What follows belongs to an exercise in optimizing a design on an open flow for a short achievable clock period and few clock cycles; a production flow would make more cautious choices. Power and IR drop assume default switching activity.

==> build 62: inputs <==
Design rv_core_top, start of the top module:
module rv_core_top #(
   parameter logic [31:0] RESET_PC = '0    
) (
   input  wire         clk_i,
   input  wire         rst_i,
   input  wire         stall_i,
   input  wire  [31:0] inst_i,
   output wire  [31:0] inst_addr_o,
   output wire         wen_o,
   output wire  [3:0]  stb_o,
   output wire  [31:0] data_addr_o,
   output wire  [31:0] data_o
);
clock: 10.0 ns
lec_check: 0
cap_margin: 20
core_margin: 2
core_utilization: 40
setup_slack_margin: 5
slew_margin: 20
standard.sh (not shown) runs the stock make flow with config.mk's settings and CLKGATE_MAP_FILE= SYNTH_SCRIPT=/design/flow/synth_recipe.tcl, a recipe that flattens the netlist after the stock synthesis.
==> flow/flow/run.sh <==
#!/bin/bash
set -euo pipefail
MARGIN=$(cat flow/margin.txt)
bash standard.sh SETUP_SLACK_MARGIN=$MARGIN finish > standard_flow.log 2>&1
==> flow/flow/margin.txt <==
7
==> build 70: changes against build 62 <==
--- a/flow/design.v
+++ b/flow/design.v
@@ -17,14 +17,13 @@
    input  wire  [W-1:0] b_i,
    input  wire          cin_i,
    output logic [W-1:0] sum_o,
    output logic         cout_o
 );
    localparam int N = W + 1;                  
-   localparam int L = (N <= 2) ? 1 : (N <= 4) ? 2 : (N <= 8) ? 3 : (N <= 16) ? 4 :
-                      (N <= 32) ? 5 : 6;     
+   localparam int L = $clog2(N);
    logic [L:0][N-1:0] g;
    logic [L:0][N-1:0] p;
    assign g[0] = {a_i & b_i, cin_i};
    assign p[0] = {a_i ^ b_i, 1'b0};
    for (genvar l = 0; l < L; l++) begin : g_lvl
       for (genvar i = 0; i < N; i++) begin : g_bit
@@ -66,14 +65,12 @@
    localparam logic [6:0] OPC_AUIPC  = 7'b0010111;
    localparam logic [6:0] OPC_STORE  = 7'b0100011;
    logic [31:0] pc_q;
    logic [31:0] pc_plus4;
    logic [31:0] f_next;
    logic        d_valid;
-   logic [31:1] d_rs1_oh;        
-   logic [31:1] d_rs2_oh;
    logic        d_pred;          
    logic [31:0] d_inst;
    logic [31:0] d_pc;
    logic [31:0] d_pc4;
    logic        e_valid;
    logic [31:0] e_a;             
@@ -103,46 +100,48 @@
    logic [4:0]  w_rd;
    logic [31:0] w_data;
    logic [31:0] regs [32];
    logic        redirect_e;
    logic [31:0] target_e;
    logic [31:0] result;
-   logic [31:0] sum;             
-   logic [31:0] other;           
    logic        s_wen;
    logic [3:0]  s_stb;
    logic [31:0] s_addr;
    logic [31:0] s_data;
    assign inst_addr_o = pc_q;
    ks_adder #(.W(32)) u_pc4 (
       .a_i (pc_q), .b_i (32'd4), .cin_i (1'b0), .sum_o (pc_plus4), .cout_o ()
    );
-   logic        f_is_jal, f_is_br, f_same, f_bpred;
+   logic        f_is_jal, f_is_br, f_same, f_bpred, f_short_j, f_short_b;
    logic        f_take_j, f_take_b, f_take;
    logic [2:0]  f_f3;
    logic [5:0]  f_off_j, f_off_b;
    logic [5:0]  f_lo_j, f_lo_b;
    logic        f_c_j, f_c_b, f_s;
    logic [31:6] f_hi_p1, f_hi_m1;
-   logic        f_is_jalr, f_take_r, f_c_r;
+   logic        f_is_jalr, f_short_r, f_take_r, f_c_r;
    logic [5:0]  f_lo_r;
    logic        d_auipc0;        
    logic [31:6] d_hi_p1, d_hi_m1;
    assign f_is_jal = inst_i[6:0] == OPC_JAL;
    assign f_is_br  = inst_i[6:0] == OPC_BRANCH;
    assign f_f3     = inst_i[14:12];
    assign f_same   = inst_i[19:15] == inst_i[24:20];
    assign f_bpred  = f_same ? (f_f3 == 3'b000 || f_f3 == 3'b101 || f_f3 == 3'b111)
                             : (inst_i[31] || f_f3 == 3'b001);
    assign f_s      = inst_i[31];
    assign f_off_j  = {inst_i[25:21], 1'b0};
    assign f_off_b  = {inst_i[25], inst_i[11:8], 1'b0};
-   assign f_take_j = f_is_jal;
-   assign f_take_b = f_is_br && f_bpred;
+   assign f_short_j = (inst_i[30:26] == {5{f_s}}) && (inst_i[20] == f_s) &&
+                      (inst_i[19:12] == {8{f_s}});
+   assign f_short_b = (inst_i[30:26] == {5{f_s}}) && (inst_i[7] == f_s);
+   assign f_take_j = f_is_jal && f_short_j;
+   assign f_take_b = f_is_br && f_bpred && f_short_b;
    assign f_is_jalr = inst_i[6:0] == OPC_JALR;
-   assign f_take_r  = f_is_jalr && d_valid && d_auipc0 &&
+   assign f_short_r = inst_i[30:26] == {5{f_s}};
+   assign f_take_r  = f_is_jalr && f_short_r && d_valid && d_auipc0 &&
                       inst_i[19:15] == d_inst[11:7];
    assign f_take   = f_take_j || f_take_b || f_take_r;
    ks_adder #(.W(6)) u_lo_r (
       .a_i (d_pc[5:0]), .b_i (inst_i[25:20]), .cin_i (1'b0), .sum_o (f_lo_r), .cout_o (f_c_r)
    );
    ks_adder #(.W(6)) u_lo_j (
@@ -154,41 +153,39 @@
    ks_adder #(.W(26)) u_hi_p1 (
       .a_i (pc_q[31:6]), .b_i (26'd0), .cin_i (1'b1), .sum_o (f_hi_p1), .cout_o ()
    );
    ks_adder #(.W(26)) u_hi_m1 (
       .a_i (pc_q[31:6]), .b_i ('1), .cin_i (1'b0), .sum_o (f_hi_m1), .cout_o ()
    );
-   logic        n_c;
-   logic [31:6] n_hi1, n_hi0;
-   logic [5:0]  n_lo;
+   logic        n_hold, n_j, n_b, n_r, n_4;
+   logic        n_p1, n_m1, n_same, n_rp1, n_rm1, n_rsame;
    logic [31:0] pc_f;
    logic [31:0] pc_next;
-   always_comb begin
-      if (stall_i) begin
-         n_hi1 = pc_q[31:6];
-         n_hi0 = pc_q[31:6];
-      end else if (!f_take) begin
-         n_hi1 = pc_plus4[31:6];
-         n_hi0 = pc_plus4[31:6];
-      end else if (f_take_r) begin
-         n_hi1 = f_s ? d_pc[31:6] : d_hi_p1;
-         n_hi0 = f_s ? d_hi_m1 : d_pc[31:6];
-      end else begin
-         n_hi1 = f_s ? pc_q[31:6] : f_hi_p1;
-         n_hi0 = f_s ? f_hi_m1 : pc_q[31:6];
-      end
-   end
-   assign n_c = f_take_r ? f_c_r : f_take_j ? f_c_j : f_c_b;
-   always_comb begin
-      if (stall_i)       n_lo = pc_q[5:0];
-      else if (!f_take)  n_lo = pc_plus4[5:0];
-      else if (f_take_r) n_lo = {f_lo_r[5:1], 1'b0};
-      else if (f_take_j) n_lo = f_lo_j;
-      else               n_lo = f_lo_b;
-   end
-   assign pc_f = {n_c ? n_hi1 : n_hi0, n_lo};
+   assign n_hold = stall_i;
+   assign n_j    = !stall_i && f_take_j;
+   assign n_b    = !stall_i && f_take_b;
+   assign n_r    = !stall_i && f_take_r;
+   assign n_4    = !stall_i && !f_take;
+   assign n_rp1  = n_r && f_c_r && !f_s;
+   assign n_rm1  = n_r && !f_c_r && f_s;
+   assign n_rsame = n_r && f_c_r == f_s;
+   assign n_p1   = (n_j && f_c_j && !f_s) || (n_b && f_c_b && !f_s);
+   assign n_m1   = (n_j && !f_c_j && f_s) || (n_b && !f_c_b && f_s);
+   assign n_same = (n_j && f_c_j == f_s) || (n_b && f_c_b == f_s) || n_hold;
+   assign pc_f[31:6] = ({26{n_4}}    & pc_plus4[31:6])
+                     | ({26{n_p1}}   & f_hi_p1)
+                     | ({26{n_m1}}   & f_hi_m1)
+                     | ({26{n_same}} & pc_q[31:6])
+                     | ({26{n_rp1}}  & d_hi_p1)
+                     | ({26{n_rm1}}  & d_hi_m1)
+                     | ({26{n_rsame}} & d_pc[31:6]);
+   assign pc_f[5:0]  = ({6{n_4}}    & pc_plus4[5:0])
+                     | ({6{n_j}}    & f_lo_j)
+                     | ({6{n_b}}    & f_lo_b)
+                     | ({6{n_hold}} & pc_q[5:0])
+                     | ({6{n_r}}    & {f_lo_r[5:1], 1'b0});
    assign pc_next = redirect_e ? target_e : redirect_d ? target_d : pc_f;
    always_ff @(posedge clk_i) begin
       if (rst_i) pc_q <= RESET_PC;
       else       pc_q <= pc_next;
    end
    always_ff @(posedge clk_i or posedge rst_i) begin
@@ -200,16 +197,12 @@
    end
    always_ff @(posedge clk_i) begin
       d_inst <= inst_i;
       d_pc   <= pc_q;
       d_pc4  <= pc_plus4;
       d_pred <= f_take;
-      for (int i = 1; i < 32; i++) begin
-         d_rs1_oh[i] <= inst_i[19:15] == 5'(i);
-         d_rs2_oh[i] <= inst_i[24:20] == 5'(i);
-      end
       d_hi_p1 <= f_hi_p1;
       d_hi_m1 <= f_hi_m1;
       d_auipc0 <= inst_i[6:0] == OPC_AUIPC && inst_i[31:12] == 20'd0 && inst_i[11:7] != 5'd0;
    end
    logic [6:0]  opc;
    logic [2:0]  f3;
@@ -217,13 +210,12 @@
    logic        is_op, is_opimm, is_branch, is_jal, is_jalr, is_lui, is_auipc, is_store;
    logic [31:0] imm_i, imm_s, imm_b, imm_u, imm_j;
    logic [31:0] tgt_b, tgt_j;
    logic [31:0] rf1, rf2;
    logic        uses_rs1, b_is_rs2, writes;
    logic        fwd_a, fwd_b, fwd_s;
-   logic        fa_sum, fa_oth, fb_sum, fb_oth, fs_sum, fs_oth;
    logic [31:0] a_d, b_d;
    logic        sub_d;
    assign opc = d_inst[6:0];
    assign f3  = d_inst[14:12];
    assign rs1 = d_inst[19:15];
    assign rs2 = d_inst[24:20];
@@ -238,35 +230,20 @@
    assign is_store  = opc == OPC_STORE;
    assign imm_i = {{20{d_inst[31]}}, d_inst[31:20]};
    assign imm_s = {{20{d_inst[31]}}, d_inst[31:25], d_inst[11:7]};
    assign imm_b = {{20{d_inst[31]}}, d_inst[7], d_inst[30:25], d_inst[11:8], 1'b0};
    assign imm_j = {{12{d_inst[31]}}, d_inst[19:12], d_inst[20], d_inst[30:21], 1'b0};
    assign imm_u = {d_inst[31:12], 12'b0};
-   logic [31:0] rd1, rd2;
-   always_comb begin
-      rd1 = 32'd0;
-      rd2 = 32'd0;
-      for (int i = 1; i < 32; i++) begin
-         rd1 = rd1 | ({32{d_rs1_oh[i]}} & regs[i]);
-         rd2 = rd2 | ({32{d_rs2_oh[i]}} & regs[i]);
-      end
-   end
-   assign rf1 = (w_en && w_rd == rs1 && rs1 != 5'd0) ? w_data : rd1;
-   assign rf2 = (w_en && w_rd == rs2 && rs2 != 5'd0) ? w_data : rd2;
+   assign rf1 = (rs1 == 5'd0) ? 32'd0 : (w_en && w_rd == rs1) ? w_data : regs[rs1];
+   assign rf2 = (rs2 == 5'd0) ? 32'd0 : (w_en && w_rd == rs2) ? w_data : regs[rs2];
    assign uses_rs1 = is_op || is_opimm || is_branch || is_jalr || is_store;
    assign b_is_rs2 = is_op || is_branch;
    assign writes   = is_op || is_opimm || is_jal || is_jalr || is_lui || is_auipc;
    assign fwd_a = e_valid && e_wen && (e_rd == rs1) && uses_rs1;
    assign fwd_b = e_valid && e_wen && (e_rd == rs2) && b_is_rs2;
    assign fwd_s = e_valid && e_wen && (e_rd == rs2);
-   assign fa_sum = fwd_a && e_sel_sum;
-   assign fa_oth = fwd_a && !e_sel_sum;
-   assign fb_sum = fwd_b && e_sel_sum;
-   assign fb_oth = fwd_b && !e_sel_sum;
-   assign fs_sum = fwd_s && e_sel_sum;
-   assign fs_oth = fwd_s && !e_sel_sum;
    always_comb begin
       if (is_lui)        a_d = 32'd0;
       else if (is_auipc) a_d = d_pc;
       else               a_d = rf1;
       if (b_is_rs2)                  b_d = rf2;
       else if (is_store)             b_d = imm_s;
@@ -280,47 +257,39 @@
    );
    ks_adder #(.W(32)) u_tgt_j (
       .a_i (d_pc), .b_i (imm_j), .cin_i (1'b0), .sum_o (tgt_j), .cout_o ()
    );
    logic [31:0] nimm;
    logic        d_chk, d_zero, d_outcome, d_pred_x;
-   logic        d_short, d_bad;
    ks_adder #(.W(32)) u_nimm (
       .a_i (~imm_i), .b_i (32'd0), .cin_i (1'b1), .sum_o (nimm), .cout_o ()
    );
    assign d_chk      = is_branch && f3[2:1] == 2'b00 && rs2 == 5'd0 && rs1 != 5'd0 &&
                        e_valid && e_wen && e_addi && e_rd == rs1;
    assign d_zero     = e_a == e_nimm;
    assign d_outcome  = f3[0] ^ d_zero;
-   always_comb begin
-      if (is_jal)         d_short = d_inst[30:26] == {5{d_inst[31]}} && d_inst[20] == d_inst[31] &&
-                                    d_inst[19:12] == {8{d_inst[31]}};
-      else if (is_branch) d_short = d_inst[30:26] == {5{d_inst[31]}} && d_inst[7] == d_inst[31];
-      else                d_short = d_inst[30:26] == {5{d_inst[31]}};
-   end
-   assign d_bad      = d_pred && !d_short && (is_jal || is_branch);
    assign d_pred_x   = d_chk ? d_outcome : d_pred;
-   assign redirect_d = d_valid && !redirect_e && (d_chk ? (d_outcome != d_pred || d_bad) : d_bad);
-   assign target_d   = d_chk ? (d_outcome ? tgt_b : d_pc4) : (is_jal ? tgt_j : tgt_b);
+   assign redirect_d = d_valid && !redirect_e && d_chk && (d_outcome != d_pred);
+   assign target_d   = d_outcome ? tgt_b : d_pc4;
    always_ff @(posedge clk_i or posedge rst_i) begin
       if (rst_i) begin
          e_valid <= 1'b0;
       end else begin
          e_valid <= d_valid && !redirect_e;
       end
    end
    always_ff @(posedge clk_i) begin
-      e_a      <= fa_sum ? sum : fa_oth ? other : a_d;
-      e_b      <= fb_sum ? sum : fb_oth ? other : b_d;
-      e_bx     <= {32{sub_d}} ^ (fb_sum ? sum : fb_oth ? other : b_d);
+      e_a      <= fwd_a ? result : a_d;
+      e_b      <= fwd_b ? result : b_d;
+      e_bx     <= fwd_b ? (sub_d ? ~result : result) : (sub_d ? ~b_d : b_d);
       e_cin    <= sub_d;
-      e_rs2    <= fs_sum ? sum : fs_oth ? other : rf2;
+      e_rs2    <= fwd_s ? result : rf2;
       e_pc4    <= d_pc4;
       e_alt    <= d_pred_x ? d_pc4 : (is_jal ? tgt_j : tgt_b);
       e_flip   <= f3[0] ^ d_pred_x;
-      e_redir  <= (is_jalr && !(d_pred && d_short)) || (is_jal && !d_pred);
+      e_redir  <= (is_jalr || is_jal) && !d_pred;
       e_addi   <= is_opimm && f3 == 3'b000;
       e_nimm   <= nimm;
       e_branch <= is_branch;
       e_jalr   <= is_jalr;
       e_store  <= is_store;
       e_sfmt   <= f3[1:0];
@@ -338,12 +307,13 @@
       e_sra      <= d_inst[30];
       e_br_eq  <= f3[2:1] == 2'b00;
       e_br_lt  <= f3[2:1] == 2'b10;
       e_br_ltu <= f3[2:1] == 2'b11;
    end
    logic [32:0] sum33;
+   logic [31:0] sum;
    logic        lt_u, lt_s, eq;
    logic [31:0] sll_v, sr_v;
    logic        taken;           
    ks_adder #(.W(32)) u_add (
       .a_i    (e_a),
       .b_i    (e_bx),
@@ -354,20 +324,20 @@
    assign sum   = sum33[31:0];
    assign lt_u  = !sum33[32];
    assign lt_s  = (e_a[31] ^ e_b[31]) ? e_a[31] : sum[31];
    assign eq    = e_a == e_b;
    assign sll_v = e_a << e_b[4:0];
    assign sr_v  = 32'($signed({e_sra & e_a[31], e_a}) >>> e_b[4:0]);
-   assign other  = ({32{e_sel_xor}}  & (e_a ^ e_b))
+   assign result = ({32{e_sel_sum}}  & sum)
+                 | ({32{e_sel_xor}}  & (e_a ^ e_b))
                  | ({32{e_sel_or}}   & (e_a | e_b))
                  | ({32{e_sel_and}}  & (e_a & e_b))
                  | ({32{e_sel_sll}}  & sll_v)
                  | ({32{e_sel_sr}}   & sr_v)
                  | ({32{e_sel_link}} & e_pc4)
                  | {31'd0, (e_sel_slt & lt_s) | (e_sel_sltu & lt_u)};
-   assign result = e_sel_sum ? sum : other;
    assign taken = e_flip ^ ((e_br_eq & eq) | (e_br_lt & lt_s) | (e_br_ltu & lt_u));
    assign redirect_e = e_valid && (e_redir || (e_branch && taken));
    assign target_e   = e_jalr ? {sum[31:1], 1'b0} : e_alt;
    always_ff @(posedge clk_i or posedge rst_i) begin
       if (rst_i) begin
          w_en  <= 1'b0;
==> notes.md <==
Number of antenna violations at the first check in global routing: build 62 24; build 70 15
Crit. Startpoint: build 62 inst_i[20]; build 70 inst_i[27]
Terminus of the critical flop-to-flop path: build 62 pc_q[18]; build 70 pc_q[25]
Number of storage elements in the synthesis netlist: build 62 1,591; build 70 1,561
Proportion of power drawn by combinational gates: build 62 18.8%; build 70 20.3%
Routed wl met2: build 62 157,000 um; build 70 149,000 um
Worst Path Arrival: build 62 4.79 ns; build 70 4.76 ns
Number of nets in the synthesized netlist: build 62 6,533; build 70 6,408
Global routing usage summed across all routing layers: build 62 39.1%; build 70 32.2%
Number of nets in the finished design: build 62 6,999; build 70 7,064
Number of sequential cells: build 62 1,591; build 70 1,561
Std-Cell Core Area: build 62 183,000 sq um; build 70 195,000 sq um
Met3 wire length: build 62 61,700 um; build 70 36,000 um
Met2 track utilization from global routing: build 62 56.6%; build 70 49.7%
Outcome: build 62 timing/DRC/antenna clean; build 70 timing/DRC/antenna clean
Portion of total power attributed to the clock network: build 62 38.0%; build 70 36.8%
Non-clock buffer count in the final layout: build 62 774; build 70 959
Sequential cell area share: build 62 45.3%; build 70 41.1%
Proportion of layout cells with a drive suffix above 1: build 62 27.5%; build 70 36.3%
Multi-input combinational area share: build 62 36.1%; build 70 38.6%
CTS resizes: build 62 1,398; build 70 1,717
No run of this note included a check of the RTL's function; only the layout flow was run.

-- what the ideal ports hide --
In the flow no input, the clock included, has a driving cell. The finished layouts below were timed again as built, in two steps.
Step 1 sets driving cells, clkbuf_16 on the clock port and buf_2 on the other inputs (assumed; they add their load-dependent delay and slew).
Step 2 adds t to the input delays and takes it off the output delays; t is the mean of the earliest and latest rising clock arrival at the registers after step 1. Input paths then give back, and output paths get back, about the clock's delay inside the block.
Three values: ideal, step 1, step 2; two values: the first two.
run | shift t [ns] | setup slack, ns | hold slack, ns | slew at the worst register clock pin (ns) | worst slew at a driven data input, ns
build 62 | 0.938 | 5.934 / 5.975 / 5.037 | 0.373 / 0.373 / 0.373 | 0.07 / 0.07 | 0.06
build 70 | 0.932 | 6.018 / 6.062 / 5.130 | 0.382 / 0.382 / 0.382 | 0.08 / 0.08 | 0.07
After both steps setup and hold are still met in every run listed. For build 62, which loses most, drivers alone change the setup slack by +0.041 ns; drivers and shift together by -0.897 ns.
